This design comes from an exercise in tuning for small area, a short achievable clock period and few clock cycles per item on the open sky130 flow, not from production work.
RTL that was checked went through simulation tests only; none was proved equivalent to the original.
Function not checked in run 4: the RTL went through the layout flow alone.

### flow/design.v
module md4_iter_core (
   input  logic         clk,
   input  logic         rst,
   input  logic         start,
   input  logic         init_sel,
   input  logic [511:0] block_in,
   input  logic [127:0] chain_in,
   output logic         ready,
   output logic         busy,
   output logic         done,
   output logic [127:0] digest
);
   localparam logic [127:0] MD4_IV = 128'h10325476_98badcfe_efcdab89_67452301;
   localparam logic [31:0]  K2 = 32'h5a827999;
   localparam logic [31:0]  K3 = 32'h6ed9eba1;
   logic         busy_q, fin_q, done_q;
   logic [4:0]   cyc_q;
   logic [127:0] digest_q;
   logic [31:0]  b_q, c_q, d_q, p0_q, p1_q, oa_q, ob_q, oc_q, od_q;
   logic [15:0][31:0] x_q;
   logic [2:0]  rnd_q;
   logic [2:0]  rs0_q;    
   logic [5:0]  rs1_q;    
   logic [8:0]  xs0_q;    
   logic [7:0]  xs1_q;    
   logic [1:0]  ks_q;     
   logic [30:0] sel_d;
   function automatic logic [30:0] sel_tbl(input logic [4:0] c);
      case (c)
         5'd0: sel_tbl = 31'b00_01000000_001000000_000010_001_001;
         5'd1: sel_tbl = 31'b00_00000100_000100000_100000_100_001;
         5'd2: sel_tbl = 31'b00_00010000_000000100_000010_001_001;
         5'd3: sel_tbl = 31'b00_00000100_000010000_100000_100_001;
         5'd4: sel_tbl = 31'b00_00010000_010000000_000010_001_001;
         5'd5: sel_tbl = 31'b00_00010000_000001000_100000_100_001;
         5'd6: sel_tbl = 31'b00_01000000_000100000_000010_001_001;
         5'd7: sel_tbl = 31'b01_00100000_100000000_100000_100_001;
         5'd8: sel_tbl = 31'b01_10000000_000010000_000001_001_010;
         5'd9: sel_tbl = 31'b01_00000100_100000000_001000_010_010;
         5'd10: sel_tbl = 31'b01_00010000_010000000_000001_001_010;
         5'd11: sel_tbl = 31'b01_01000000_000100000_001000_010_010;
         5'd12: sel_tbl = 31'b01_00100000_010000000_000001_001_010;
         5'd13: sel_tbl = 31'b01_00001000_100000000_001000_010_010;
         5'd14: sel_tbl = 31'b01_01000000_000010000_000001_001_010;
         5'd15: sel_tbl = 31'b10_10000000_100000000_001000_010_010;
         5'd16: sel_tbl = 31'b10_00010000_000100000_000100_001_100;
         5'd17: sel_tbl = 31'b10_01000000_000100000_010000_100_100;
         5'd18: sel_tbl = 31'b10_00100000_000000100_000100_001_100;
         5'd19: sel_tbl = 31'b10_00000100_000000100_010000_100_100;
         5'd20: sel_tbl = 31'b10_00010000_000000100_000100_001_100;
         5'd21: sel_tbl = 31'b10_10000000_100000000_010000_100_100;
         5'd22: sel_tbl = 31'b10_01000000_000010000_000100_001_100;
         5'd23: sel_tbl = 31'b00_00000010_000000001_010000_100_100;
         5'd24: sel_tbl = 31'b00_00000001_000000010_000001_001_001;
         default: sel_tbl = 31'b00_01000000_001000000_000010_001_001;
      endcase
   endfunction
   assign sel_d = sel_tbl(busy_q ? cyc_q + 5'd1 : 5'd0);
   function automatic logic [31:0] fsel(input logic [2:0] r, input logic [31:0] b,
                                        input logic [31:0] c, input logic [31:0] d);
      fsel = ({32{r[0]}} & ((b & c) | (~b & d)))
           | ({32{r[1]}} & ((b & c) | (b & d) | (c & d)))
           | ({32{r[2]}} & (b ^ c ^ d));
   endfunction
   function automatic logic [31:0] rotl(input logic [31:0] v, input int s);
      rotl = (v << s) | (v >> (32 - s));
   endfunction
   logic [127:0] cv;
   assign cv = init_sel ? MD4_IV : chain_in;
   logic [31:0] f0, s0, n0, f1, s1, n1;
   assign f0 = fsel(rnd_q, b_q, c_q, d_q);
   assign s0 = f0 + p0_q;
   assign n0 = ({32{rs0_q[0]}} & rotl(s0, 3))
             | ({32{rs0_q[1]}} & rotl(s0, 9))
             | ({32{rs0_q[2]}} & rotl(s0, 11));
   assign f1 = fsel(rnd_q, n0, b_q, c_q);
   assign s1 = f1 + p1_q;
   assign n1 = ({32{rs1_q[0]}} & rotl(s1, 5))
             | ({32{rs1_q[1]}} & rotl(s1, 7))
             | ({32{rs1_q[2]}} & rotl(s1, 9))
             | ({32{rs1_q[3]}} & rotl(s1, 13))
             | ({32{rs1_q[4]}} & rotl(s1, 15))
             | ({32{rs1_q[5]}} & rotl(s1, 19));
   logic [31:0] xr0, xr1, ao0, ao1, xo0, xo1, ko, q0, q1;
   assign xr0 = ({32{xs0_q[0]}} & oa_q)
              | ({32{xs0_q[1]}} & oc_q)
              | ({32{xs0_q[2]}} & x_q[10])
              | ({32{xs0_q[3]}} & x_q[12])
              | ({32{xs0_q[4]}} & x_q[13])
              | ({32{xs0_q[5]}} & x_q[14])
              | ({32{xs0_q[6]}} & x_q[2])
              | ({32{xs0_q[7]}} & x_q[5])
              | ({32{xs0_q[8]}} & x_q[6]);
   assign xr1 = ({32{xs1_q[0]}} & ob_q)
              | ({32{xs1_q[1]}} & od_q)
              | ({32{xs1_q[2]}} & x_q[1])
              | ({32{xs1_q[3]}} & x_q[11])
              | ({32{xs1_q[4]}} & x_q[13])
              | ({32{xs1_q[5]}} & x_q[14])
              | ({32{xs1_q[6]}} & x_q[3])
              | ({32{xs1_q[7]}} & x_q[8]);
   assign ao0 = busy_q ? c_q : cv[31:0];
   assign ao1 = busy_q ? b_q : cv[127:96];
   assign xo0 = busy_q ? xr0 : block_in[31:0];
   assign xo1 = busy_q ? xr1 : block_in[63:32];
   assign ko  = busy_q ? (({32{ks_q[0]}} & K2) | ({32{ks_q[1]}} & K3)) : 32'd0;
   assign q0 = ao0 + xo0 + ko;
   assign q1 = ao1 + xo1 + ko;
   logic acc;
   assign acc = start & ~busy_q;
   always_ff @(posedge clk or posedge rst) begin
      if (rst) begin
         busy_q   <= 1'b0;
         fin_q    <= 1'b0;
         done_q   <= 1'b0;
         cyc_q    <= '0;
         digest_q <= '0;
      end else begin
         done_q <= 1'b0;
         if (acc) begin
            busy_q <= 1'b1;
            cyc_q  <= '0;
         end else if (busy_q) begin
            cyc_q <= cyc_q + 5'd1;
            if (cyc_q == 5'd23) fin_q <= 1'b1;
            if (fin_q) begin
               fin_q    <= 1'b0;
               busy_q   <= 1'b0;
               done_q   <= 1'b1;
               digest_q <= {p1_q, q0, q1, p0_q};
            end
         end
      end
   end
   always_ff @(posedge clk) begin
      {ks_q, xs1_q, xs0_q, rs1_q, rs0_q, rnd_q} <= sel_d;
      p0_q <= q0;
      p1_q <= q1;
      if (!busy_q) begin
         x_q <= block_in;
         b_q <= cv[63:32];
         c_q <= cv[95:64];
         d_q <= cv[127:96];
         oa_q <= cv[31:0];
         ob_q <= cv[63:32];
         oc_q <= cv[95:64];
         od_q <= cv[127:96];
      end else begin
         x_q[0] <= x_q[6];
         x_q[1] <= x_q[5];
         x_q[2] <= x_q[14];
         x_q[3] <= x_q[10];
         x_q[4] <= x_q[2];
         x_q[5] <= x_q[15];
         x_q[6] <= x_q[1];
         x_q[7] <= x_q[8];
         x_q[8] <= x_q[11];
         x_q[9] <= x_q[3];
         x_q[10] <= x_q[0];
         x_q[11] <= x_q[13];
         x_q[12] <= x_q[7];
         x_q[13] <= x_q[12];
         x_q[14] <= x_q[4];
         x_q[15] <= x_q[9];
         b_q <= n1;
         c_q <= n0;
         d_q <= b_q;
      end
   end
   assign busy   = busy_q;
   assign ready  = ~busy_q;
   assign done   = done_q;
   assign digest = digest_q;
endmodule
### flow/run.sh
#!/bin/bash
# synth_recipe.tcl (not shown) runs the flow's synth.tcl, then flattens the netlist and writes it again
# the make line also repeats each setting of config.mk as NAME=value (left out here)
make -C /OpenROAD-flow-scripts/flow DESIGN_CONFIG=/design/flow/config.mk WORK_HOME=/design/flow/orfs CLKGATE_MAP_FILE= SYNTH_SCRIPT=/design/flow/synth_recipe.tcl finish
### flow/config.mk
export PLATFORM = sky130hd
export DESIGN_NAME = md4_iter_core
export DESIGN_NICKNAME = md4_iter_core
export VERILOG_FILES = /design/flow/design.v
export SDC_FILE = /design/flow/constraint.sdc
export NUM_CORES = 4
export LEC_CHECK = 0
export CAP_MARGIN = 20
export CORE_MARGIN = 2
export CORE_UTILIZATION = 40
export SLEW_MARGIN = 20
### flow/constraint.sdc
create_clock -name core_clock -period 12.0 [get_ports {clk}]
set_input_delay 2.4000 -clock core_clock [delete_from_list [all_inputs] [get_ports {clk}]]
set_output_delay 2.4000 -clock core_clock [all_outputs]
set_load 0.01 [all_outputs]
==> impl_metrics.py, run 1 <==
metrics = {
    "synth": {
        "syn_nets": 5183,
        "postSynthAreaPerCell_um2": 11.1,
        "yosysSeqAreaShare": 0.449,
        "synth_warnings": 1,
        "synth-async-reset-ratio": 0.141,
        "ys_types": 93,
        "synth_seq_cells": 964,
        "synth_top_flop_cell": "dfxtp_1",
        "netlist_area_um2": 47300,
        "synth-edff-count": 128,
        "syn_inst": 4278,
    },
    "timing": {
        "fmax_mhz": 109,
        "worst_slack_ns": 2.84,
        "worst_pin_slew_ns": 1.13,
        "relSlewSlack": 0.240,
        "rsz0062_at_grt": "no",
        "setup_tns_ns": 0,
        "report.final.slew_viol_count": 0,
        "finalSetupViolations": 0,
        "finalClockSkew_ns": 0.0676,
        "min_period_ns": 9.16,
        "fin_crit_sh": 0.764,
        "finalHoldViolCount": 0,
    },
    "routing": {
        "drt.antenna.violating_nets": 0,
        "drt_first_pass_iters": 9,
        "vias": 39574,
        "via_per_inst": 5.99,
        "drtIter0Drc": 5705,
        "routedWlPerCell_um": 33.3,
        "postRouteWirelength_um": 220000,
        "remaining_drc_errors": 0,
    },
    "clock_tree": {
        "htreeDepth": 3,
        "cts_resized": 0,
        "clockRootBuffer": "clkbuf_16",
        "cts.sinks": 964,
        "post_cts_buffers": 0,
        "cts_buffers": 105,
        "cts_buffer_depth": 3,
        "path_clk_slew_ns": 0.06,
        "cts_tree": "yes",
        "clock_latency_ns": 0.75,
        "cts_hold_buf": 0,
    },
    "die": {
        "rows": 126,
        "dieArea_um2": 121000,
        "core_um2": 118000,
        "die_h_um": 348,
        "initial_core_util": 0.402,
        "die_x_um": 348,
        "boundaryPins": 775,
    },
    "cells_and_area": {
        "final_cell_mix": "clkdlybuf4s50_1, dfxtp_1, mux2_2",
        "drive_gt1_frac": 0.203,
        "area_growth_pct": 27.1,
        "nNetsFinal": 5862,
        "final_common_cell": "clkdlybuf4s50_1",
    },
    "global_route": {
        "track_usage": 0.351,
        "antenna_found_initial": 53,
        "grt_max_degree": 183,
        "first_global_vias": 37446,
        "grt_overflow_total": 0,
        "grt_pass1_wl_um": 300000,
    },
    "worst_setup_path": {
        "cp.required_ns": 12.49,
        "cp_slowest_cell": "a222oi_1",
        "worstPathArrival_ns": 9.65,
        "endpoint_kind": "flop",
        "crit_type": "reg -> reg",
        "cp_max_fo": 6,
        "critical-path-max-stage-delay_ns": 0.91,
        "start_kind": "flop",
        "cp_common_cell": "fa_1",
    },
    "placed_design": {
        "hpwl_um": 172000,
        "gp_congestion": 1.02,
        "post-place-ws_ns": 3.08,
        "portBuffers": 774,
    },
    "job": {
        "maxCapViolCount": 0,
    },
    "hold_path": {
        "worstHoldPathType": "reg -> reg",
    },
    "run_status": {
        "status": "complete, no violations",
    },
}
## critical path, delay by kind of cell (launching register included)
kind / cells / cell delay [ns]
compound gates: 19 / 5.63
fa+ha+maj: 5 / 1.92
simple gates: 2 / 0.42
flops: 1 / 0.41
xor+xnor: 2 / 0.30
buf+inv: 2 / 0.22
## cell usage after synthesis, types with 30 or more instances
master | number | area [µm²]
ha_1 | 145 | 1810
or2_2 | 66 | 413
nand3_1 | 51 | 255
dfxtp_1 | 700 | 14000
mux2i_1 | 34 | 340
xnor2_1 | 88 | 771
xor2_1 | 37 | 324
inv_1 | 227 | 852
a221oi_1 | 102 | 893
nand2_1 | 191 | 717
a31oi_1 | 30 | 188
a22o_1 | 50 | 438
a221o_1 | 30 | 300
a222oi_1 | 88 | 881
nor2b_1 | 76 | 475
nand4_1 | 35 | 219
edfxtp_1 | 128 | 3840
a22oi_1 | 133 | 998
a21o_1 | 78 | 586
a21oi_1 | 214 | 1070
clkbuf_1 | 223 | 837
o21ai_0 | 89 | 445
mux2_2 | 673 | 7580
dfrtp_1 | 136 | 3400
fa_1 | 116 | 2320
nor2_1 | 193 | 724
## per-stage QoR
step	cell area, µm²	cells	hold slack, ns	util
final	60200	6607	0.443	0.511
after detailed placement	56400	6386	0.439	0.479
after global routing	60100	6599	0.441	0.511
after global placement	56400	6384	0.435	0.479
after CTS	60100	6582	0.441	0.510
after floorplan	47300	4278	0.433	-
## final timing paths
| check | startpoint | to | slack [ns] | depth (start not counted) |
|---|---|---|---|---|
| max | c_q[1] | b_q[17] | 2.84 | 30 |
| max reg2reg | c_q[1] | b_q[17] | 2.84 | 30 |
| min | x_q[144] | x_q[464] | 0.44 | 1 |
| min in group asynchronous | rst | digest_q[93] | 2.25 | 2 |
| max in group asynchronous | rst | busy_q | 8.50 | 3 |
| min reg2reg | x_q[144] | x_q[464] | 0.44 | 1 |
## logic make-up (layout without fill, tap and decap cells)
group | count (synthesis) | after routing | synth area share
mux | 707 | 707 | 0.167
fa+ha+maj | 261 | 261 | 0.0874
xor+xnor | 125 | 125 | 0.0231
compound gates | 1026 | 1026 | 0.160
buf+inv | 492 | 1260 | 0.0420
simple gates | 703 | 703 | 0.0715
flops | 964 | 964 | 0.449
other cells | 0 | 25 | 0
## state kept, by name, summed over array words and instances (netlist names), 32 cells and up
register and flops:
ob_q 32, p0_q 32, x_q 512, c_q 32
od_q 32, p1_q 32, b_q 32, digest_q 128
oc_q 32, d_q 32, oa_q 32
## layout make-up
| cell class | instances | area, µm² |
|---|---|---|
| antenna | 25 | 62.6 |
| clock buffer | 156 | 3170 |
| clock inverter | 40 | 539 |
| fill | 10622 | 57600 |
| inverter | 229 | 875 |
| multi-input combinational | 2822 | 24100 |
| sequential | 964 | 21300 |
| tap | 1536 | 1920 |
| timing repair buffer | 835 | 8210 |
## per-layer routing
layer,global-route usage,vias up,part of all wire
li1,-,17159,-
met1,0.499,19635,0.43
met2,0.516,2362,0.42
met3,0.0848,390,0.10
met4,0.128,28,0.041
met5,0,-,0.00080
Testbench counts, summed over its fixed seeds: cycles 13,312, blocks 512.
==> run 2, diff against run 1 <==
--- a/flow/config.mk
+++ b/flow/config.mk
@@ -10,2 +10,3 @@
 export CORE_UTILIZATION = 40
+export SETUP_SLACK_MARGIN = 5
 export SLEW_MARGIN = 20
==> run 2 against run 1 <==
Against the previous run: count of clock-buffer cells in the layout grew 3; via count grew 2.4%; area after synthesis is the same; non-clock buffer count grew 110.
==> impl_metrics.py, run 2 <==
metrics = {
    "die": {
        "die_h_um": 348,
        "dieArea_um2": 121000,
        "initial_core_util": 0.402,
        "die_x_um": 348,
        "rows": 126,
        "boundaryPins": 775,
        "core_um2": 118000,
    },
    "synth": {
        "syn_nets": 5183,
        "synth_top_area_frac": 0.296,
        "yosys-mux-area-fraction": 0.167,
        "ys_top_cells_by_area": "dfxtp_1, mux2_2, edfxtp_1",
        "synthAdderAreaFrac": 0.0874,
        "synth_seq_cells": 964,
        "synth-edff-count": 128,
        "syn_inst": 4278,
        "synth_top_flop_cell": "dfxtp_1",
        "netlist_area_um2": 47300,
        "synth_top_family_by_area": "multiplexers",
        "synth-simple-area-share": 0.0715,
        "synthTopCellsByCount": "dfxtp_1, mux2_2, inv_1",
        "synthXorXnorAreaFrac": 0.0231,
        "ys_types": 93,
        "synth_compound_area_frac": 0.160,
        "synth_warnings": 1,
        "postSynthAreaPerCell_um2": 11.1,
        "yosysMostFrequentCell": "dfxtp_1",
        "synth-async-reset-ratio": 0.141,
        "yosysSeqAreaShare": 0.449,
        "synth_top_area_cell": "dfxtp_1",
    },
    "timing": {
        "fmax_mhz": 132,
        "fin_crit_sh": 0.631,
        "finalClockSkew_ns": 0.0710,
        "worst_pin_slew_ns": 1.25,
        "min_period_ns": 7.57,
        "relSlewSlack": 0.167,
        "setup_tns_ns": 0,
        "finalHoldViolCount": 0,
        "finalSetupViolations": 0,
        "rsz0062_at_grt": "yes",
        "report.final.slew_viol_count": 0,
    },
    "worst_setup_path": {
        "cp_slowest_cell": "fa_1",
        "worstPathArrival_ns": 8.16,
        "critical-path-top-delay-family": "compound AO/OA/AOI/OAI gates",
        "crit_type": "reg -> reg",
        "cp.required_ns": 12.59,
        "start_kind": "flop",
        "critical-path-max-stage-delay_ns": 0.54,
        "path_buf_inv": 6,
        "endpoint_kind": "flop",
        "cp_max_fo": 6,
        "cp_common_cell": "buf_4",
    },
    "global_route": {
        "grt_overflow_total": 0,
        "grt_pass1_wl_um": 304000,
        "use_met2": 0.523,
        "grt-busiest-layer": "met2",
        "antenna_found_initial": 45,
        "grt_max_degree": 165,
        "first_global_vias": 38613,
        "grtUsageMet3": 0.0900,
        "track_usage": 0.355,
        "grt_use_met1": 0.502,
    },
    "clock_tree": {
        "htreeDepth": 3,
        "cts_buffers": 107,
        "cts_buffer_depth": 3,
        "cts_tree": "yes",
        "clockRootBuffer": "clkbuf_16",
        "cts.sinks": 964,
        "path_clk_slew_ns": 0.06,
        "clock_latency_ns": 0.74,
    },
    "hold_path": {
        "worstHoldPathType": "reg -> reg",
    },
    "routing": {
        "remaining_drc_errors": 0,
        "via_per_inst": 6.02,
        "postRouteWirelength_um": 224000,
        "routedWlPerCell_um": 33.3,
        "vias": 40509,
        "drtIter0Drc": 5594,
        "drt_first_pass_iters": 10,
        "drt.antenna.violating_nets": 0,
    },
    "cells_and_area": {
        "final_area_um2": 63100,
        "final_cell_mix": "clkdlybuf4s50_1, mux2_2, dfxtp_1",
        "fillCellCount": 10377,
        "drive_gt1_frac": 0.265,
        "top_register": "x_q",
        "nNetsFinal": 5974,
        "reg.largest.list": "x_q x512, digest_q x128",
        "largest_reg_flops": 512,
        "area_growth_pct": 33.2,
        "seqCellArea_um2": 21300,
        "multiInputGateArea_um2": 26000,
        "final_common_cell": "clkdlybuf4s50_1",
    },
    "run_status": {
        "status": "complete, no violations",
    },
    "placed_design": {
        "portBuffers": 774,
        "gp_congestion": 1.02,
        "place_area_um2": 56400,
        "hpwl_um": 173000,
    },
    "job": {
        "maxCapViolCount": 0,
    },
}
[run 2: cell counts after synthesis]
No cell type changed its count.
[run 2: what timing repair did]
| item | CTS | global route |
|---|---|---|
| gates cloned | 0 | 1 |
| gates resized for setup | 240 | 123 |
| endpoints found under the setup margin | 61 | 54 |
| pin swaps | 110 | 102 |
| endpoints found under the hold margin | 0 | 0 |
| hold buffers | 0 | 0 |
| setup buffers | 81 | 30 |
[run 2: path summary, 6_finish.rpt]
check	start	endpoint	slack, ns	cells past startpoint
max in group asynchronous	rst	busy_q	8.41	3
setup / recovery	c_q[4]	b_q[12]	4.43	31
min in group asynchronous	rst	digest_q[95]	2.22	2
setup reg to reg	c_q[4]	b_q[12]	4.43	31
hold reg to reg	x_q[26]	x_q[346]	0.44	1
hold / removal	x_q[26]	x_q[346]	0.44	1
[run 2: cell families after synthesis]
| kind of cell | count (synthesis) |
|---|---|
| buffers and inverters | 492 |
| AND/OR/NAND/NOR | 703 |
| adder cells (fa/ha/maj) | 261 |
| AO/OA/AOI/OAI | 1026 |
| flip-flops | 964 |
| multiplexers | 707 |
| XOR/XNOR | 125 |
[run 2: layout make-up]
class / count / share of cell area
clock inverter: 41 / 0.00718
clock buffer: 159 / 0.0514
timing repair buffer: 945 / 0.145
sequential: 964 / 0.338
multi-input combinational: 2822 / 0.413
inverter: 229 / 0.0139
tap: 1536 / 0.0305
antenna: 35 / 0.00139
[run 2: layer usage]
metal | vias up | part of all wire
met5 | - | 0.00055
met4 | 18 | 0.040
met2 | 2373 | 0.43
met3 | 382 | 0.10
li1 | 17403 | -
met1 | 20333 | 0.43
[run 2: through the flow]
step	cells	hold WS, ns	utilization	worst slack [ns]
floorplan	4278	0.433	-	5.24
global placement	6384	0.436	0.479	3.15
detailed placement	6384	0.439	0.479	3.12
CTS	6665	0.437	0.527	4.60
global route	6714	0.455	0.535	4.23
finish	6731	0.439	0.535	4.43
[run 2: worst reg2reg max path, delay by kind of cell, from the launching register on]
family,cells,cell delay (ns)
and+or+nand+nor,3,0.68
AOI/OAI and AO/OA,16,3.26
xor gates and xnor gates,2,0.64
buffers and inverters,6,0.88
adders and majority gates,4,1.53
DFF,1,0.44
==> run 3, diff against run 2 <==
--- a/flow/config.mk
+++ b/flow/config.mk
@@ -10,3 +10,3 @@
 export CORE_UTILIZATION = 40
-export SETUP_SLACK_MARGIN = 5
+export SETUP_SLACK_MARGIN = 4
 export SLEW_MARGIN = 20
==> run 3 against run 2 <==
Against the previous run: worst setup slack worse by 0.24 ns; critical path type unchanged; core utilization down 1.7 points; largest cell class unchanged; clock skew down 0.012 ns; count of clock-buffer cells in the layout down 6; synthesized cell count unchanged; hold slack better by 0.0052 ns; fmax down 3.0%; critical path depth down 4; first-iteration DRC count down 4.7%; global-route usage about the same.
==> impl_metrics.py, run 3 <==
metrics = {
    "run_status": {
        "status": "complete, no violations",
    },
    "die": {
        "core_um2": 118000,
        "die_x_um": 348,
        "die_h_um": 348,
        "dieArea_um2": 121000,
        "rows": 126,
        "initial_core_util": 0.402,
        "boundaryPins": 775,
    },
    "timing": {
        "min_period_ns": 7.81,
        "setup_tns_ns": 0,
        "fin_crit_sh": 0.651,
        "finalClockSkew_ns": 0.0587,
        "finalHoldViolCount": 0,
        "report.final.slew_viol_count": 0,
        "fmax_mhz": 128,
        "finalSetupViolations": 0,
        "relSlewSlack": 0.235,
        "rsz0062_at_grt": "yes",
        "worst_slack_ns": 4.19,
        "worst_pin_slew_ns": 1.14,
    },
    "clock_tree": {
        "cts_hold_buf": 0,
        "cts_tree": "yes",
        "cts_buffers": 105,
        "path_clk_slew_ns": 0.06,
        "cts.sinks": 964,
        "cts_buffer_depth": 3,
        "clockRootBuffer": "clkbuf_16",
        "clock_latency_ns": 0.73,
        "htreeDepth": 3,
    },
    "worst_setup_path": {
        "rrSetupSlack_ns": 4.19,
        "crit_type": "reg -> reg",
        "start_kind": "flop",
        "cp.required_ns": 12.56,
        "worstPathArrival_ns": 8.37,
        "endpoint_kind": "flop",
        "cp_max_fo": 6,
    },
    "synth": {
        "synth_top_flop_cell": "dfxtp_1",
        "synthTopCellsByCount": "dfxtp_1, mux2_2, inv_1",
        "synth_top_area_frac": 0.296,
        "synth_seq_cells": 964,
        "synth-edff-count": 128,
        "synth-async-reset-ratio": 0.141,
        "ys_top_cells_by_area": "dfxtp_1, mux2_2, edfxtp_1",
        "postSynthAreaPerCell_um2": 11.1,
        "syn_inst": 4278,
        "yosysMostFrequentCell": "dfxtp_1",
        "syn_nets": 5183,
        "synth_warnings": 1,
        "netlist_area_um2": 47300,
        "yosysSeqAreaShare": 0.449,
        "ys_types": 93,
        "synth_top_area_cell": "dfxtp_1",
    },
    "placed_design": {
        "hpwl_um": 173000,
        "portBuffers": 774,
        "gp_congestion": 0.992,
        "post-place-ws_ns": 2.89,
        "place_area_um2": 56400,
    },
    "routing": {
        "routedWlPerCell_um": 33.5,
        "drt_first_pass_iters": 8,
        "vias": 39811,
        "via_per_inst": 5.99,
        "drt.antenna.violating_nets": 0,
        "remaining_drc_errors": 0,
        "drtIter0Drc": 5329,
        "postRouteWirelength_um": 223000,
    },
    "global_route": {
        "first_global_vias": 37740,
        "grt_max_degree": 182,
        "grt_pass1_wl_um": 304000,
        "antenna_found_initial": 56,
        "track_usage": 0.355,
        "grt_overflow_total": 0,
    },
    "job": {
        "maxCapViolCount": 0,
    },
    "cells_and_area": {
        "largest_reg_flops": 512,
        "nNetsFinal": 5898,
        "drive_gt1_frac": 0.226,
        "reg.largest.list": "x_q x512, digest_q x128",
        "top_register": "x_q",
        "final_area_um2": 61100,
        "area_growth_pct": 29.1,
        "final_common_cell": "clkdlybuf4s50_1",
        "final_cell_mix": "clkdlybuf4s50_1, mux2_2, dfxtp_1",
    },
    "hold_path": {
        "worstHoldPathType": "reg -> reg",
    },
}
==> run 3: cell counts after synthesis <==
No cell type changed its count.
==> run 3: through the flow <==
step	utilization	hold WS, ns	std cells
after floorplan	-	0.433	4278
after detailed placement	0.479	0.440	6385
after global placement	0.479	0.434	6385
final	0.519	0.444	6644
after global routing	0.519	0.462	6636
after CTS	0.513	0.445	6596
==> run 3: worst max-delay path, stage by stage (launching register included) <==
cell and delay, ns:
dfxtp_2 0.35, fa_1 0.47, a222oi_1 0.47, inv_1 0.15, ha_4 0.33, nand3_1 0.13
or2_4 0.33, o41ai_4 0.40, o22ai_4 0.19, buf_4 0.19, xnor2_2 0.31, a22oi_1 0.21
and3_2 0.36, fa_1 0.51, o22ai_1 0.07, a311o_1 0.41, ha_1 0.32, nor2b_1 0.15
o21a_1 0.20, o21ai_1 0.18, a21oi_2 0.12, a21bo_2 0.25, a41o_1 0.29, a21boi_1 0.27
o21ai_2 0.11, xor2_2 0.26, a221oi_4 0.44, nor2_1 0.15
==> run 3: path summary, 6_finish.rpt <==
kind	startpoint	end	depth (start not counted)
min in group asynchronous	rst	digest_q[69]	2
setup / recovery	b_q[7]	b_q[17]	27
hold / removal	x_q[2]	x_q[322]	1
setup reg to reg	b_q[7]	b_q[17]	27
max in group asynchronous	rst	busy_q	3
hold reg to reg	x_q[2]	x_q[322]	1
==> run 3: kinds of logic after synthesis <==
| kind of cell | after synthesis | synth area share |
|---|---|---|
| compound gates | 1026 | 0.160 |
| flops | 964 | 0.449 |
| mux | 707 | 0.167 |
| simple gates | 703 | 0.0715 |
| buf+inv | 492 | 0.0420 |
| fa+ha+maj | 261 | 0.0874 |
| xor+xnor | 125 | 0.0231 |
==> run 3: cell type report <==
class | instances | area [µm²]
clock inverter | 44 | 546
fill | 10557 | 56700
clock buffer | 153 | 3180
timing repair buffer | 871 | 8550
inverter | 229 | 875
multi-input combinational | 2822 | 24600
antenna | 25 | 62.6
sequential | 964 | 21300
tap | 1536 | 1920
==> run 3: per-layer routing <==
metal / vias to the layer above / wire (µm) / GRT usage
li1: 17238 / - / -
met1: 19805 / 96000 / 0.501
met2: 2327 / 93900 / 0.517
met3: 407 / 22100 / 0.0861
met4: 34 / 10400 / 0.153
met5: - / 231 / 0
==> run 3: what timing repair did <==
action	in CTS	in global routing
pin swaps	11	26
setup buffers	14	22
setup endpoints to repair	32	33
resized for setup	28	90
==> run 4, diff against run 3 <==
--- a/flow/design.v
+++ b/flow/design.v
@@ -57,3 +57,5 @@
    endfunction
-   assign sel_d = sel_tbl(busy_q ? cyc_q + 5'd1 : 5'd0);
+   logic go;
+   assign go = busy_q ? ~fin_q : start;
+   assign sel_d = go ? sel_tbl(busy_q ? cyc_q + 5'd1 : 5'd0) : '0;
    function automatic logic [31:0] fsel(input logic [2:0] r, input logic [31:0] b,
@@ -69,5 +71,30 @@
    assign cv = init_sel ? MD4_IV : chain_in;
-   logic [31:0] f0, s0, n0, f1, s1, n1;
-   assign f0 = fsel(rnd_q, b_q, c_q, d_q);
-   assign s0 = f0 + p0_q;
+   function automatic logic [63:0] fg(input logic [2:0] r, input logic [31:0] c,
+                                      input logic [31:0] d);
+      logic [31:0] g1, g0;
+      g1 = ({32{r[0]}} & c) | ({32{r[1]}} & (c | d)) | ({32{r[2]}} & ~(c ^ d));
+      g0 = ({32{r[0]}} & d) | ({32{r[1]}} & (c & d)) | ({32{r[2]}} & (c ^ d));
+      fg = {g1, g0};
+   endfunction
+   function automatic logic [31:0] stepadd(input logic [31:0] b, input logic [63:0] g,
+                                           input logic [31:0] p);
+      logic [31:0] pp, gg, p0, gn, pn;
+      pp = ({32{b}} & (g[63:32] ^ p)) | (~{32{b}} & (g[31:0] ^ p));
+      gg = ({32{b}} & (g[63:32] & p)) | (~{32{b}} & (g[31:0] & p));
+      p0 = pp;
+      for (int l = 1; l < 32; l = l * 2) begin
+         gn = gg;
+         pn = pp;
+         for (int i = l; i < 32; i++) begin
+            gn[i] = gg[i] | (pp[i] & gg[i - l]);
+            pn[i] = pp[i] & pp[i - l];
+         end
+         gg = gn;
+         pp = pn;
+      end
+      stepadd = p0 ^ {gg[30:0], 1'b0};
+   endfunction
+   logic [31:0] s0, n0, s1, n1, b_d, c_d;
+   logic ld_q;    
+   assign s0 = stepadd(b_q, fg(rnd_q, c_q, d_q), p0_q);
    assign n0 = ({32{rs0_q[0]}} & rotl(s0, 3))
@@ -75,4 +102,3 @@
              | ({32{rs0_q[2]}} & rotl(s0, 11));
-   assign f1 = fsel(rnd_q, n0, b_q, c_q);
-   assign s1 = f1 + p1_q;
+   assign s1 = stepadd(n0, fg(rnd_q, b_q, c_q), p1_q);
    assign n1 = ({32{rs1_q[0]}} & rotl(s1, 5))
@@ -117,4 +143,8 @@
          digest_q <= '0;
+         {ks_q, xs1_q, xs0_q, rs1_q, rs0_q, rnd_q} <= '0;
+         ld_q     <= 1'b1;
       end else begin
          done_q <= 1'b0;
+         {ks_q, xs1_q, xs0_q, rs1_q, rs0_q, rnd_q} <= sel_d;
+         ld_q   <= ~go;
          if (acc) begin
@@ -135,9 +165,8 @@
    always_ff @(posedge clk) begin
-      {ks_q, xs1_q, xs0_q, rs1_q, rs0_q, rnd_q} <= sel_d;
       p0_q <= q0;
       p1_q <= q1;
+      b_q <= n1 | ({32{ld_q}} & cv[63:32]);
+      c_q <= n0 | ({32{ld_q}} & cv[95:64]);
       if (!busy_q) begin
          x_q <= block_in;
-         b_q <= cv[63:32];
-         c_q <= cv[95:64];
          d_q <= cv[127:96];
@@ -164,4 +193,2 @@
          x_q[15] <= x_q[9];
-         b_q <= n1;
-         c_q <= n0;
          d_q <= b_q;
==> run 4 against run 3 <==
Against the previous run: still clean; global-route usage is 0.21 points lower; fmax is 1.3% lower; wire length is 7.9% higher; cell count is 9.9% higher; die area is 8.4% higher; critical path depth is 1 lower; first-iteration DRC count is 14% higher.
==> impl_metrics.py, run 4 <==
metrics = {
    "run_status": {
        "status": "complete, no violations",
    },
    "clock_tree": {
        "path_clk_slew_ns": 0.07,
        "cts_hold_buf": 0,
        "cts_buffer_depth": 3,
        "htreeDepth": 3,
        "cts_buffers": 108,
        "cts.sinks": 965,
        "clock_latency_ns": 0.75,
        "clockRootBuffer": "clkbuf_16",
        "cts_tree": "yes",
    },
    "synth": {
        "synth_seq_cells": 965,
        "syn_inst": 4800,
        "synth-edff-count": 128,
        "synth_top_flop_cell": "dfxtp_1",
        "ys_top_cells_by_area": "dfxtp_1, mux2_2, ha_1",
        "synth_warnings": 1,
        "syn_nets": 5825,
        "synth-async-reset-ratio": 0.171,
        "yosysMostFrequentCell": "mux2_2",
        "postSynthAreaPerCell_um2": 10.7,
        "synth_top_area_cell": "dfxtp_1",
        "netlist_area_um2": 51300,
        "ys_types": 95,
        "synthTopCellsByCount": "mux2_2, dfxtp_1, ha_1",
        "yosysSeqAreaShare": 0.417,
        "synth_top_area_frac": 0.262,
    },
    "cells_and_area": {
        "nNetsFinal": 6525,
        "multiInputGateArea_um2": 28000,
        "fillCellCount": 11513,
        "area_growth_pct": 26.7,
        "drive_gt1_frac": 0.198,
        "largest_reg_flops": 512,
        "final_cell_mix": "clkdlybuf4s50_1, mux2_2, dfxtp_1",
        "instances_no_fill": 7305,
        "top_register": "x_q",
        "reg.largest.list": "x_q x512, digest_q x128",
        "seqCellArea_um2": 21500,
        "final_common_cell": "clkdlybuf4s50_1",
    },
    "timing": {
        "worst_pin_slew_ns": 1.15,
        "hold_ws_ns": 0.439,
        "min_period_ns": 7.91,
        "finalClockSkew_ns": 0.0525,
        "finalHoldViolCount": 0,
        "finalSetupViolations": 0,
        "rsz0062_at_grt": "yes",
        "fin_crit_sh": 0.659,
        "relSlewSlack": 0.228,
        "fmax_mhz": 126,
        "report.final.slew_viol_count": 0,
        "setup_tns_ns": 0,
    },
    "hold_path": {
        "min_to": "x_q[324]",
        "hold_start": "x_q[4]",
        "hold_path_depth": 1,
        "worstHoldPathType": "reg -> reg",
    },
    "worst_setup_path": {
        "endpoint_kind": "flop",
        "cp_slowest_cell": "xor2_1",
        "worstPathArrival_ns": 8.57,
        "rrSetupSlack_ns": 4.09,
        "cp_common_cell": "o211ai_1",
        "cp.required_ns": 12.66,
        "cp_max_fo": 65,
        "reg2reg_from": "rnd_q[1]",
        "start_kind": "flop",
        "reg2reg_depth": 26,
        "critical-path-max-stage-delay_ns": 0.67,
        "r2r_end": "b_q[31]",
        "crit_type": "reg -> reg",
    },
    "routing": {
        "remaining_drc_errors": 0,
        "drt.antenna.violating_nets": 0,
        "routedWlPerCell_um": 32.9,
        "via_per_inst": 6.03,
        "vias": 44072,
        "drt_first_pass_iters": 8,
        "drtIter0Drc": 6090,
        "postRouteWirelength_um": 240000,
    },
    "die": {
        "rows": 131,
        "die_h_um": 362,
        "die_x_um": 362,
        "boundaryPins": 775,
        "initial_core_util": 0.403,
        "dieArea_um2": 131000,
        "core_um2": 128000,
    },
    "placed_design": {
        "post-place-cells": 7051,
        "portBuffers": 774,
        "hpwl_um": 189000,
        "gp_congestion": 1.02,
    },
    "global_route": {
        "first_global_vias": 41973,
        "grt_max_degree": 157,
        "track_usage": 0.353,
        "antenna_found_initial": 72,
        "grt_pass1_wl_um": 328000,
        "grt_overflow_total": 0,
    },
    "job": {
        "maxCapViolCount": 0,
    },
}
## run 4: cell types whose count changed after synthesis, moves of 40 or more
cell	previous run	this run
o221ai_1	16	66
inv_1	227	298
a221oi_1	102	58
a21oi_1	214	136
nand2_1	191	265
a22oi_1	133	173
fa_1	116	50
ha_1	145	331
mux2i_1	34	139
## run 4: kinds of logic (layout without fill, tap and decap cells)
group           after synthesis  after routing  share of synthesized area
fa+ha+maj                   381            381                      0.100
flops                       965            965                      0.417
buf+inv                     569           1361                     0.0418
xor+xnor                    121            121                     0.0206
simple gates                864            864                     0.0825
mux                         825            825                      0.178
other cells                   0             51                          0
compound gates             1075           1075                      0.160
## run 4: how the worst max path moves through the flow
stage,end,from,cells past startpoint
after floorplan,digest_q[62],busy_q,17
after global placement,digest_q[62],init_sel,24
after detailed placement,digest_q[62],init_sel,23
after CTS,digest_q[62],busy_q,23
after global routing,b_q[3],rnd_q[1],29
final,b_q[31],rnd_q[1],26
## run 4: repair_timing
action | CTS | global route
setup endpoints to repair | 9 | 43
pin swaps | 0 | 6
gates cloned | 0 | 0
resized for setup | 5 | 60
setup buffers | 0 | 1
## run 4: through the flow
| stage | worst slack, ns | util | area [µm²] |
|---|---|---|---|
| CTS | 3.95 | 0.507 | 64700 |
| global route | 3.89 | 0.510 | 65000 |
| finish | 4.09 | 0.510 | 65100 |
| floorplan | 4.02 | - | 51300 |
| detailed placement | 3.06 | 0.477 | 60900 |
| global placement | 3.13 | 0.477 | 60900 |
## run 4: area by class of cell
class	instances	share of cell area
Clock buffer	165	0.0503
Timing Repair Buffer	857	0.130
Inverter	302	0.0177
Tap cell	1662	0.0320
Sequential cell	965	0.330
Clock inverter	37	0.00727
Multi-Input combinational cell	3266	0.431
Antenna cell	51	0.00196
## run 4: critical path, delay by kind of cell, from the launching register on
family,cells,cell delay [ns]
AO/OA/AOI/OAI,15,3.97
XOR/XNOR,1,0.67
adder cells (fa/ha/maj),2,0.59
buffers and inverters,3,0.79
flip-flops,1,0.38
multiplexers,1,0.31
AND/OR/NAND/NOR,4,0.96
## run 4: routing by layer
layer	vias up	global-route usage	wire, µm
li1	19310	-	-
met1	21791	0.475	99600
met2	2507	0.534	104000
met3	442	0.0821	23300
met4	22	0.171	12800
met5	-	0	140
==> run 5, diff against run 4 <==
--- a/flow/design.v
+++ b/flow/design.v
@@ -18,3 +18,3 @@
    logic [127:0] digest_q;
-   logic [31:0]  b_q, c_q, d_q, p0_q, p1_q, oa_q, ob_q, oc_q, od_q;
+   logic [31:0]  b_q, c_q, g1_q, g0_q, p0_q, p1_q, oa_q, ob_q, oc_q, od_q;
    logic [15:0][31:0] x_q;
@@ -98,3 +98,3 @@
    logic ld_q;    
-   assign s0 = stepadd(b_q, fg(rnd_q, c_q, d_q), p0_q);
+   assign s0 = stepadd(b_q, {g1_q, g0_q}, p0_q);
    assign n0 = ({32{rs0_q[0]}} & rotl(s0, 3))
@@ -109,2 +109,4 @@
              | ({32{rs1_q[5]}} & rotl(s1, 19));
+   logic [63:0] gnext;
+   assign gnext = ld_q ? {cv[95:64], cv[127:96]} : fg(sel_d[2:0], n0, b_q);
    logic [31:0] xr0, xr1, ao0, ao1, xo0, xo1, ko, q0, q1;
@@ -127,7 +129,7 @@
               | ({32{xs1_q[7]}} & x_q[8]);
-   assign ao0 = busy_q ? c_q : cv[31:0];
-   assign ao1 = busy_q ? b_q : cv[127:96];
-   assign xo0 = busy_q ? xr0 : block_in[31:0];
-   assign xo1 = busy_q ? xr1 : block_in[63:32];
-   assign ko  = busy_q ? (({32{ks_q[0]}} & K2) | ({32{ks_q[1]}} & K3)) : 32'd0;
+   assign ao0 = ld_q ? cv[31:0] : c_q;
+   assign ao1 = ld_q ? cv[127:96] : b_q;
+   assign xo0 = ld_q ? block_in[31:0] : xr0;
+   assign xo1 = ld_q ? block_in[63:32] : xr1;
+   assign ko  = ({32{ks_q[0]}} & K2) | ({32{ks_q[1]}} & K3);
    assign q0 = ao0 + xo0 + ko;
@@ -169,5 +171,5 @@
       c_q <= n0 | ({32{ld_q}} & cv[95:64]);
+      {g1_q, g0_q} <= gnext;
       if (!busy_q) begin
          x_q <= block_in;
-         d_q <= cv[127:96];
          oa_q <= cv[31:0];
@@ -193,3 +195,2 @@
          x_q[15] <= x_q[9];
-         d_q <= b_q;
       end
--- a/flow/config.mk
+++ b/flow/config.mk
@@ -10,3 +10,3 @@
 export CORE_UTILIZATION = 40
-export SETUP_SLACK_MARGIN = 4
+export SETUP_SLACK_MARGIN = 5
 export SLEW_MARGIN = 20
==> run 5 against run 4 <==
Against the previous run: core utilization rose by 0.34 points; die area is 1.8% higher; fmax up 14%; wire length increased by 16%; first-iteration DRC count up 15%; critical endpoint is now b_q[8].
==> impl_metrics.py, run 5 <==
metrics = {
    "worst_setup_path": {
        "reg2reg_from": "b_q[9]",
        "crit_type": "reg -> reg",
        "cp-endpoint": "b_q[8]",
        "rrSetupSlack_ns": 5.03,
        "cp_slowest_cell": "nor4_1",
        "reg2reg_depth": 18,
        "start_kind": "flop",
        "endpoint_kind": "flop",
        "cp_max_fo": 9,
        "critical-path-max-stage-delay_ns": 0.95,
        "critical-path-top-delay-family": "compound AO/OA/AOI/OAI gates",
        "cp.required_ns": 12.56,
        "path_cells": "mux2i_1, o21ai_0, a21oi_1, and2_1, o211ai_1, and4_1, nor4_1, nor2_1, a21oi_1, o21ai_2, nand2b_4, o22a_1, o21a_1, o31a_4, o21ai_1, mux2i_1, a221oi_1, o21ai_1",
        "path_buf_inv": 0,
        "r2r_end": "b_q[8]",
        "worstPathArrival_ns": 7.53,
        "crit_start": "b_q[9]",
        "path_depth": 18,
    },
    "routing": {
        "remaining_drc_errors": 0,
        "postRouteWirelength_um": 278000,
        "vias": 46818,
        "via_per_inst": 6.17,
        "drt.antenna.violating_nets": 0,
        "drtIter0Drc": 6997,
        "routedWlPerCell_um": 36.6,
        "drt_first_pass_iters": 9,
    },
    "hold_path": {
        "worstHoldPathType": "reg -> reg",
        "hold_path_depth": 1,
    },
    "timing": {
        "rsz0062_at_grt": "no",
        "finalClockSkew_ns": 0.0614,
        "finalSetupViolations": 0,
        "worst_slack_ns": 5.03,
        "relSlewSlack": 0.114,
        "fin_crit_sh": 0.581,
        "setup_tns_ns": 0,
        "report.final.slew_viol_count": 0,
        "worst_pin_slew_ns": 1.33,
        "fmax_mhz": 143,
        "min_period_ns": 6.97,
        "finalHoldViolCount": 0,
    },
    "clock_tree": {
        "path_clk_slew_ns": 0.07,
        "cts_buffers": 111,
        "cts_tree": "yes",
        "clockRootBuffer": "clkbuf_16",
        "cts_buffer_depth": 3,
        "cts.sinks": 997,
        "htreeDepth": 3,
        "clock_latency_ns": 0.77,
    },
    "job": {
        "maxCapViolCount": 0,
    },
    "cells_and_area": {
        "final_cell_mix": "clkdlybuf4s50_1, dfxtp_1, mux2_2",
        "largest_reg_flops": 512,
        "nNetsFinal": 6715,
        "area_growth_pct": 27.4,
        "top_register": "x_q",
        "instances_no_fill": 7589,
        "final_core_util": 0.514,
        "fillCellCount": 11894,
        "final_area_um2": 66600,
        "final_common_cell": "clkdlybuf4s50_1",
        "reg.largest.list": "x_q x512, digest_q x128",
        "drive_gt1_frac": 0.205,
    },
    "placed_design": {
        "post-place-ws_ns": 3.44,
        "portBuffers": 774,
        "post-place-cells": 7288,
        "gp_congestion": 1.07,
        "place_area_um2": 61900,
        "hpwl_um": 220000,
    },
    "synth": {
        "synth_top_area_frac": 0.270,
        "synth_warnings": 1,
        "syn_nets": 6011,
        "netlist_area_um2": 52300,
        "ys_top_cells_by_area": "dfxtp_1, mux2_2, ha_1",
        "ys_types": 93,
        "syn_inst": 4986,
        "yosysSeqAreaShare": 0.422,
        "yosysMostFrequentCell": "dfxtp_1",
        "synth_seq_cells": 997,
        "synthTopCellsByCount": "dfxtp_1, mux2_2, nand2_1",
        "synth-edff-count": 128,
        "synth_top_area_cell": "dfxtp_1",
        "synth-async-reset-ratio": 0.165,
        "postSynthAreaPerCell_um2": 10.5,
        "synth_top_flop_cell": "dfxtp_1",
    },
    "die": {
        "boundaryPins": 775,
        "initial_core_util": 0.403,
        "dieArea_um2": 134000,
        "core_um2": 130000,
        "die_h_um": 365,
        "rows": 132,
        "die_x_um": 365,
    },
    "run_status": {
        "status": "complete, no violations",
    },
    "global_route": {
        "antenna_found_initial": 97,
        "grt_max_degree": 193,
        "first_global_vias": 44044,
        "track_usage": 0.401,
        "grt_pass1_wl_um": 369000,
        "grt_overflow_total": 0,
    },
}
==> run 5: cell count changes after synthesis, moves of 24 or more <==
cell	change
a211oi_1	+26
a21oi_1	+58
a22oi_1	+35
a41oi_1	-24
clkbuf_1	+36
dfxtp_1	+32
inv_1	-32
nand2_1	+68
nor2_1	+54
o21ai_0	+39
o221ai_1	-29
o22ai_1	+30
or2_2	-30
==> run 5: what timing repair did <==
item / CTS / global route
buffers inserted: 1 / 24
pin swaps: 2 / 36
setup endpoints to repair: 46 / 46
cloned: 0 / 5
resized for setup: 26 / 79
hold buffers: 0 / 0
==> run 5: layout make-up <==
type | count | area, µm² | share of cell area
timing repair buffer | 899 | 8870 | 0.133
multi-input combinational | 3411 | 28600 | 0.429
clock inverter | 46 | 435 | 0.00654
inverter | 270 | 1030 | 0.0155
antenna | 59 | 148 | 0.00222
clock buffer | 165 | 3260 | 0.0490
sequential | 997 | 22100 | 0.332
tap | 1742 | 2180 | 0.0327
==> run 5: metrics by stage <==
stage / hold slack (ns)
2_1_floorplan: 0.426
3_3_place_gp: 0.436
3_5_place_dp: 0.440
4_1_cts: 0.439
5_1_grt: 0.455
6_report: 0.446
==> run 5: worst min-delay path by stage <==
stage             start  endpoint  slack (ns)
2_1_floorplan  x_q[223]   x_q[31]        0.43
6_report       x_q[292]  x_q[484]        0.45
4_1_cts        x_q[133]  x_q[453]        0.44
3_3_place_gp    x_q[15]  x_q[335]        0.44
5_1_grt        x_q[133]  x_q[453]        0.45
3_5_place_dp   x_q[232]  x_q[392]        0.44
==> run 5: kinds of logic after synthesis <==
logic type,after synthesis,share of synthesized area
compound gates,1129,0.157
xor+xnor,118,0.0199
fa+ha+maj,381,0.0984
buf+inv,578,0.0418
flops,997,0.422
mux,830,0.176
simple gates,953,0.0851
==> run 5: routing by layer <==
layer | GRT usage | wire length, µm
met3 | 0.117 | 31300
met2 | 0.602 | 120000
met5 | 0 | 245
met1 | 0.502 | 106000
met4 | 0.258 | 20400
Testbench counts of run 5, summed over its fixed seeds: cycles 13,312, blocks 512.
==> run 6, diff against run 5 <==
==> flow/flow/run.sh (new file) <==
#!/bin/bash
set -euo pipefail
bash standard.sh 'BUFFER_PORTS_ARGS=-buffer_cell sky130_fd_sc_hd__buf_1' finish > standard_flow.log 2>&1
==> flow/standard.sh (new file) <==
#!/bin/bash
# synth_recipe.tcl (not shown) runs the flow's synth.tcl, then flattens the netlist and writes it again
# the make line also repeats each setting of config.mk as NAME=value (left out here)
make -C /OpenROAD-flow-scripts/flow DESIGN_CONFIG=/design/flow/config.mk WORK_HOME=/design/flow/orfs CLKGATE_MAP_FILE= SYNTH_SCRIPT=/design/flow/synth_recipe.tcl "${@:-finish}"
removed: flow/run.sh
==> run 6 against run 5 <==
Against the previous run: global-route usage decreased by 2.1 points; critical path depth unchanged; cell count decreased by 0.76%; count of clock-buffer cells in the layout decreased by 8; hold slack improved by 0.0079 ns; register-to-register slack about the same; largest cell class unchanged; worst setup slack got worse by 0.011 ns; critical endpoint is now b_q[12]; critical path type unchanged; still clean on timing, DRC and antenna; sequential cell count unchanged; first-iteration DRC count increased by 0.73%; highest routed layer unchanged.
==> impl_metrics.py, run 6 <==
metrics = {
    "routing": {
        "routedWlPerCell_um": 35.0,
        "drt.antenna.violating_nets": 0,
        "remaining_drc_errors": 0,
        "vias": 46669,
        "drtIter0Drc": 7048,
        "via_per_inst": 6.20,
        "postRouteWirelength_um": 264000,
        "drt_first_pass_iters": 13,
    },
    "die": {
        "boundaryPins": 775,
        "initial_core_util": 0.403,
        "core_um2": 130000,
        "die_x_um": 365,
        "dieArea_um2": 134000,
        "die_h_um": 365,
        "rows": 132,
    },
    "cells_and_area": {
        "final_cell_mix": "buf_1, dfxtp_1, mux2_2",
        "area_growth_pct": 17.4,
        "top_register": "x_q",
        "nNetsFinal": 6680,
        "reg.largest.list": "x_q x512, digest_q x128",
        "final_common_cell": "buf_1",
        "drive_gt1_frac": 0.197,
        "largest_reg_flops": 512,
        "fillCellCount": 12388,
        "final_core_util": 0.473,
        "instances_no_fill": 7531,
    },
    "synth": {
        "syn_nets": 6011,
        "netlist_area_um2": 52300,
        "syn_inst": 4986,
        "synth-simple-area-share": 0.0851,
        "synthAdderAreaFrac": 0.0984,
        "synth_top_area_frac": 0.270,
        "ys_types": 93,
        "yosysMostFrequentCell": "dfxtp_1",
        "synth_top_area_cell": "dfxtp_1",
        "yosysSeqAreaShare": 0.422,
        "synth_compound_area_frac": 0.157,
        "synthXorXnorAreaFrac": 0.0199,
        "yosys-mux-area-fraction": 0.176,
        "synth_top_family_by_area": "multiplexers",
        "ys_top_cells_by_area": "dfxtp_1, mux2_2, ha_1",
        "synth_warnings": 1,
        "synth-edff-count": 128,
        "synth_seq_cells": 997,
        "synth_top_flop_cell": "dfxtp_1",
        "postSynthAreaPerCell_um2": 10.5,
        "synth-async-reset-ratio": 0.165,
        "synthTopCellsByCount": "dfxtp_1, mux2_2, nand2_1",
    },
    "clock_tree": {
        "clockRootBuffer": "clkbuf_16",
        "cts.sinks": 997,
        "cts_tree": "yes",
        "path_clk_slew_ns": 0.06,
        "htreeDepth": 3,
        "cts_buffer_depth": 3,
        "clock_latency_ns": 0.78,
        "cts_buffers": 111,
        "cts_hold_buf": 0,
    },
    "hold_path": {
        "hold_path_depth": 1,
        "hold_start": "x_q[11]",
        "min_to": "x_q[331]",
        "worstHoldPathType": "reg -> reg",
    },
    "timing": {
        "finalClockSkew_ns": 0.0740,
        "finalHoldViolCount": 0,
        "rsz0062_at_grt": "no",
        "min_period_ns": 6.98,
        "fin_crit_sh": 0.582,
        "relSlewSlack": 0.110,
        "fmax_mhz": 143,
        "worst_slack_ns": 5.02,
        "finalSetupViolations": 0,
        "worst_pin_slew_ns": 1.33,
        "setup_tns_ns": 0,
        "report.final.slew_viol_count": 0,
    },
    "placed_design": {
        "post-place-ws_ns": 3.80,
        "portBuffers": 774,
        "post-place-cells": 7278,
        "gp_congestion": 1.04,
        "hpwl_um": 210000,
    },
    "global_route": {
        "first_global_vias": 43734,
        "grt_max_degree": 120,
        "grt_pass1_wl_um": 353000,
        "antenna_found_initial": 73,
        "track_usage": 0.380,
        "grt_overflow_total": 0,
    },
    "worst_setup_path": {
        "cp_max_fo": 8,
        "rrSetupSlack_ns": 5.02,
        "cp.required_ns": 12.56,
        "crit_type": "reg -> reg",
        "reg2reg_depth": 18,
        "start_kind": "flop",
        "reg2reg_from": "p0_q[21]",
        "worstPathArrival_ns": 7.54,
        "endpoint_kind": "flop",
        "r2r_end": "b_q[12]",
    },
    "job": {
        "maxCapViolCount": 0,
    },
    "run_status": {
        "status": "complete, no violations",
    },
}
run 6: cell families (layout without fill, tap and decap cells):
| group | count (synthesis) | in the layout |
|---|---|---|
| compound gates | 1129 | 1129 |
| flops | 997 | 997 |
| xor+xnor | 118 | 118 |
| other cells | 0 | 37 |
| fa+ha+maj | 381 | 381 |
| mux | 830 | 830 |
| buf+inv | 578 | 1344 |
| simple gates | 953 | 953 |
run 6: per-layer routing:
metal / wire [µm] / track usage / vias to the layer above
met2: 114000 / 0.569 / 3189
met5: 170 / 0 / -
met1: 99300 / 0.473 / 22993
met4: 20600 / 0.262 / 28
li1: - / - / 19798
met3: 29900 / 0.108 / 661
run 6: worst max-delay path by stage:
stage                   from           end  slack (ns)  cells after the start
floorplan           init_sel  digest_q[61]        4.97                     26
global placement    init_sel  digest_q[61]        3.91                     24
detailed placement  init_sel  digest_q[61]        3.80                     24
CTS                  p0_q[7]        b_q[7]        5.00                     23
global route        init_sel  digest_q[58]        5.00                     24
finish              p0_q[21]       b_q[12]        5.02                     18
run 6: area by class of cell:
cell class,instances,area (µm²),share of cell area
sequential,997,22100,0.360
multi-input combinational,3411,28400,0.462
antenna,37,92.6,0.00151
clock buffer,157,3200,0.0522
tap,1742,2180,0.0355
clock inverter,53,704,0.0115
inverter,270,1030,0.0168
timing repair buffer,864,3690,0.0602
run 6: metrics by stage:
stage               hold WS (ns)  instance area (µm²)
global placement           0.435                57000
detailed placement         0.438                57000
global route               0.462                61300
finish                     0.453                61400
floorplan                  0.426                52400
CTS                        0.454                61000
run 6: repair_timing:
action                                  CTS  global route
gates resized for setup                  23            42
pin swaps                                 0             5
gates cloned                              0             2
endpoints found under the setup margin   28            33
buffers inserted                          0             4
run 6: critical path: stages (launching register included):
cell and delay, ns:
dfxtp_1 0.51, ha_1 0.31, mux2i_2 0.51, nor4_1 0.16, a211oi_1 0.47, nor2_1 0.13
mux2_2 0.30, a311o_1 0.44, a221o_1 0.52, mux2i_1 0.36, or2_2 0.41, o221a_2 0.27
o22a_1 0.21, o21a_1 0.29, o31a_4 0.47, o21ai_1 0.24, mux2_2 0.43, nand2b_1 0.23
a221o_1 0.47
==> run 7, diff against run 6 <==
--- a/flow/config.mk
+++ b/flow/config.mk
@@ -9,3 +9,4 @@
 export CORE_MARGIN = 2
-export CORE_UTILIZATION = 40
+export CORE_UTILIZATION = 55
+export CTS_BUF_LIST = sky130_fd_sc_hd__clkbuf_4 sky130_fd_sc_hd__clkbuf_8
 export SETUP_SLACK_MARGIN = 5
==> run 7 against run 6 <==
Against the previous run: sequential cell count did not move; global-route usage grew 12 points; critical path depth rose by 1; sequential share of layout area up 0.61 points; largest cell class unchanged; fmax down 0.95%.
==> impl_metrics.py, run 7 <==
metrics = {
    "run_status": {
        "status": "complete, no violations",
    },
    "routing": {
        "via_per_inst": 6.67,
        "vias": 47620,
        "drtIter0Drc": 7619,
        "remaining_drc_errors": 0,
        "routedWlPerCell_um": 35.2,
        "drt_first_pass_iters": 13,
        "drt.antenna.violating_nets": 0,
        "postRouteWirelength_um": 251000,
    },
    "die": {
        "rows": 113,
        "boundaryPins": 775,
        "dieArea_um2": 97500,
        "core_um2": 94600,
        "die_x_um": 312,
        "die_h_um": 312,
        "initial_core_util": 0.553,
    },
    "worst_setup_path": {
        "critical-path-max-stage-delay_ns": 0.58,
        "path_buf_inv": 0,
        "cp_max_fo": 7,
        "endpoint_kind": "flop",
        "r2r_end": "b_q[12]",
        "critical-path-top-delay-family": "compound AO/OA/AOI/OAI gates",
        "cp_slowest_cell": "a221o_1",
        "start_kind": "flop",
        "path_cells": "ha_1, mux2_2, ha_1, o211ai_1, a2111o_1, a211o_1, a41o_1, a311o_1, a221o_1, mux2i_1, or2_2, o221a_2, o22a_1, o21a_1, o31a_4, o21ai_1, mux2_2, nand2b_1, a221o_1",
        "reg2reg_from": "p0_q[0]",
        "worstPathArrival_ns": 7.76,
        "crit_type": "reg -> reg",
        "cp.required_ns": 12.71,
        "reg2reg_depth": 19,
        "rrSetupSlack_ns": 4.95,
    },
    "clock_tree": {
        "htreeDepth": 4,
        "cts_buffer_depth": 3,
        "clockRootBuffer": "clkbuf_8",
        "cts_tree": "yes",
        "path_clk_slew_ns": 0.06,
        "clock_latency_ns": 0.91,
        "cts.sinks": 997,
        "cts_buffers": 167,
    },
    "cells_and_area": {
        "area_growth_pct": 15.4,
        "nNetsFinal": 6734,
        "reg.largest.list": "x_q x512, digest_q x128",
        "final_common_cell": "buf_1",
        "final_cell_mix": "buf_1, dfxtp_1, mux2_2",
        "top_register": "x_q",
        "drive_gt1_frac": 0.210,
        "largest_reg_flops": 512,
        "instances_no_fill": 7137,
    },
    "synth": {
        "synth_seq_cells": 997,
        "synth_warnings": 1,
        "ys_top_cells_by_area": "dfxtp_1, mux2_2, ha_1",
        "yosys-mux-area-fraction": 0.176,
        "synth-async-reset-ratio": 0.165,
        "synth_top_area_cell": "dfxtp_1",
        "syn_nets": 6011,
        "netlist_area_um2": 52300,
        "synth_compound_area_frac": 0.157,
        "synth_top_area_frac": 0.270,
        "synthTopCellsByCount": "dfxtp_1, mux2_2, nand2_1",
        "synthXorXnorAreaFrac": 0.0199,
        "synth-edff-count": 128,
        "yosysMostFrequentCell": "dfxtp_1",
        "synth_top_flop_cell": "dfxtp_1",
        "ys_types": 93,
        "synth_top_family_by_area": "multiplexers",
        "postSynthAreaPerCell_um2": 10.5,
        "synthAdderAreaFrac": 0.0984,
        "syn_inst": 4986,
        "yosysSeqAreaShare": 0.422,
        "synth-simple-area-share": 0.0851,
    },
    "timing": {
        "setup_tns_ns": 0,
        "finalClockSkew_ns": 0.0533,
        "relSlewSlack": 0.141,
        "min_period_ns": 7.05,
        "fin_crit_sh": 0.587,
        "rsz0062_at_grt": "no",
        "worst_pin_slew_ns": 1.29,
        "finalHoldViolCount": 0,
        "fmax_mhz": 142,
        "finalSetupViolations": 0,
        "report.final.slew_viol_count": 0,
    },
    "global_route": {
        "track_usage": 0.496,
        "antenna_found_initial": 50,
        "grt_overflow_total": 0,
        "grt_max_degree": 166,
        "grt_pass1_wl_um": 340000,
        "first_global_vias": 44287,
    },
    "hold_path": {
        "min_to": "x_q[397]",
        "worstHoldPathType": "reg -> reg",
        "hold_start": "x_q[237]",
        "hold_path_depth": 1,
    },
    "placed_design": {
        "post-place-cells": 6799,
        "gp_congestion": 1.11,
        "hpwl_um": 199000,
        "portBuffers": 774,
    },
    "job": {
        "maxCapViolCount": 0,
    },
}
-- run 7: cell types whose count changed in the layout (fill, tap and decap cells not counted), sizes merged --
cell      before  now
buf          862  859
clkbuf       159  266
diode         37   32
bufinv        11    3
clkinvlp       6    2
inv          279  275
-- run 7: worst max path at each step --
| stage | from | slack (ns) | cells past startpoint | end |
|---|---|---|---|---|
| 6_report | p0_q[0] | 4.95 | 19 | b_q[12] |
| 5_1_grt | b_q[13] | 5.00 | 17 | b_q[12] |
| 4_1_cts | block_in[32] | 5.02 | 24 | digest_q[61] |
| 3_5_place_dp | init_sel | 3.71 | 26 | digest_q[61] |
| 3_3_place_gp | init_sel | 3.78 | 25 | digest_q[60] |
| 2_1_floorplan | init_sel | 4.97 | 26 | digest_q[61] |
-- run 7: stage by stage --
stage | setup WS, ns | area [µm²] | utilization | hold slack [ns]
floorplan | 4.97 | 52400 | - | 0.426
global placement | 3.78 | 56400 | 0.596 | 0.434
detailed placement | 3.71 | 56400 | 0.596 | 0.439
CTS | 5.02 | 60000 | 0.634 | 0.443
global route | 5.00 | 60300 | 0.637 | 0.452
finish | 4.95 | 60300 | 0.638 | 0.448
-- run 7: kinds of logic (layout without fill, tap and decap cells) --
logic type      Yosys count  after routing
other cells               0             32
compound gates         1129           1129
simple gates            953            953
fa+ha+maj               381            381
xor+xnor                118            118
mux                     830            830
flops                   997            997
buf+inv                 578           1432
-- run 7: repair_timing --
action,in CTS,in global routing
gates cloned,0,1
resized for setup,10,38
setup buffers,0,3
pin swaps,0,4
endpoints found under the setup margin,17,34
hold buffers,0,0
-- run 7: cell type report --
| class | instances | area [µm²] |
|---|---|---|
| Timing Repair Buffer | 862 | 3650 |
| Antenna cell | 32 | 80.1 |
| Fill cell | 7934 | 34300 |
| Sequential cell | 997 | 22100 |
| Tap cell | 1265 | 1580 |
| Clock inverter | 37 | 357 |
| Clock buffer | 263 | 3220 |
| Inverter | 270 | 1030 |
| Multi-Input combinational cell | 3411 | 28300 |
-- run 7: metal layers --
layer | vias to the layer above | track usage | share of wire
li1 | 19916 | - | -
met1 | 23080 | 0.618 | 0.36
met2 | 3735 | 0.708 | 0.41
met3 | 869 | 0.159 | 0.13
met4 | 20 | 0.394 | 0.095
met5 | - | 0 | 0.00053

[afterwards: timing with drivers on the ports]
The flow's constraints put no driver on any port. The routed layouts listed below were extracted and timed again, unchanged, in two steps.
Step 1 (the two cells are an assumption about what drives the block):
set clk [get_ports {clk}]
set_driving_cell -lib_cell sky130_fd_sc_hd__clkbuf_16 $clk
set_driving_cell -lib_cell sky130_fd_sc_hd__buf_2 [delete_from_list [all_inputs] $clk]
Step 2, shift: input delay + t, output delay - t, t = (earliest + latest rising clock arrival at the registers) / 2. This alone moves slack from input paths to output paths.
Slacks: ideal ports / drivers / drivers and shift; pairs: ideal ports / drivers.
| run | t (ns) | slack for setup (ns) | worst hold slack (ns) | slew at the worst register clock pin (ns) |
|---|---|---|---|---|
| run 1 | 0.792 | 2.835 / 2.835 / 2.835 | 0.443 / 0.443 / 0.443 | 0.07 / 0.07 |
| run 2 | 0.787 | 4.427 / 4.427 / 4.333 | 0.439 / 0.439 / 0.439 | 0.07 / 0.07 |
| run 3 | 0.782 | 4.190 / 4.190 / 3.648 | 0.444 / 0.444 / 0.444 | 0.07 / 0.07 |
| run 4 | 0.807 | 4.087 / 4.087 / 3.567 | 0.439 / 0.439 / 0.439 | 0.07 / 0.07 |
| run 5 | 0.824 | 5.030 / 5.030 / 4.224 | 0.446 / 0.446 / 0.446 | 0.07 / 0.07 |
| run 6 | 0.823 | 5.018 / 5.018 / 4.430 | 0.453 / 0.453 / 0.453 | 0.07 / 0.07 |
| run 7 | 0.960 | 4.952 / 4.952 / 4.285 | 0.448 / 0.448 / 0.448 | 0.07 / 0.07 |
After both steps setup and hold are still met in every run listed. The setup slack of run 5, which loses most, moves by 0.000 ns with the drivers and by -0.806 ns with both steps.
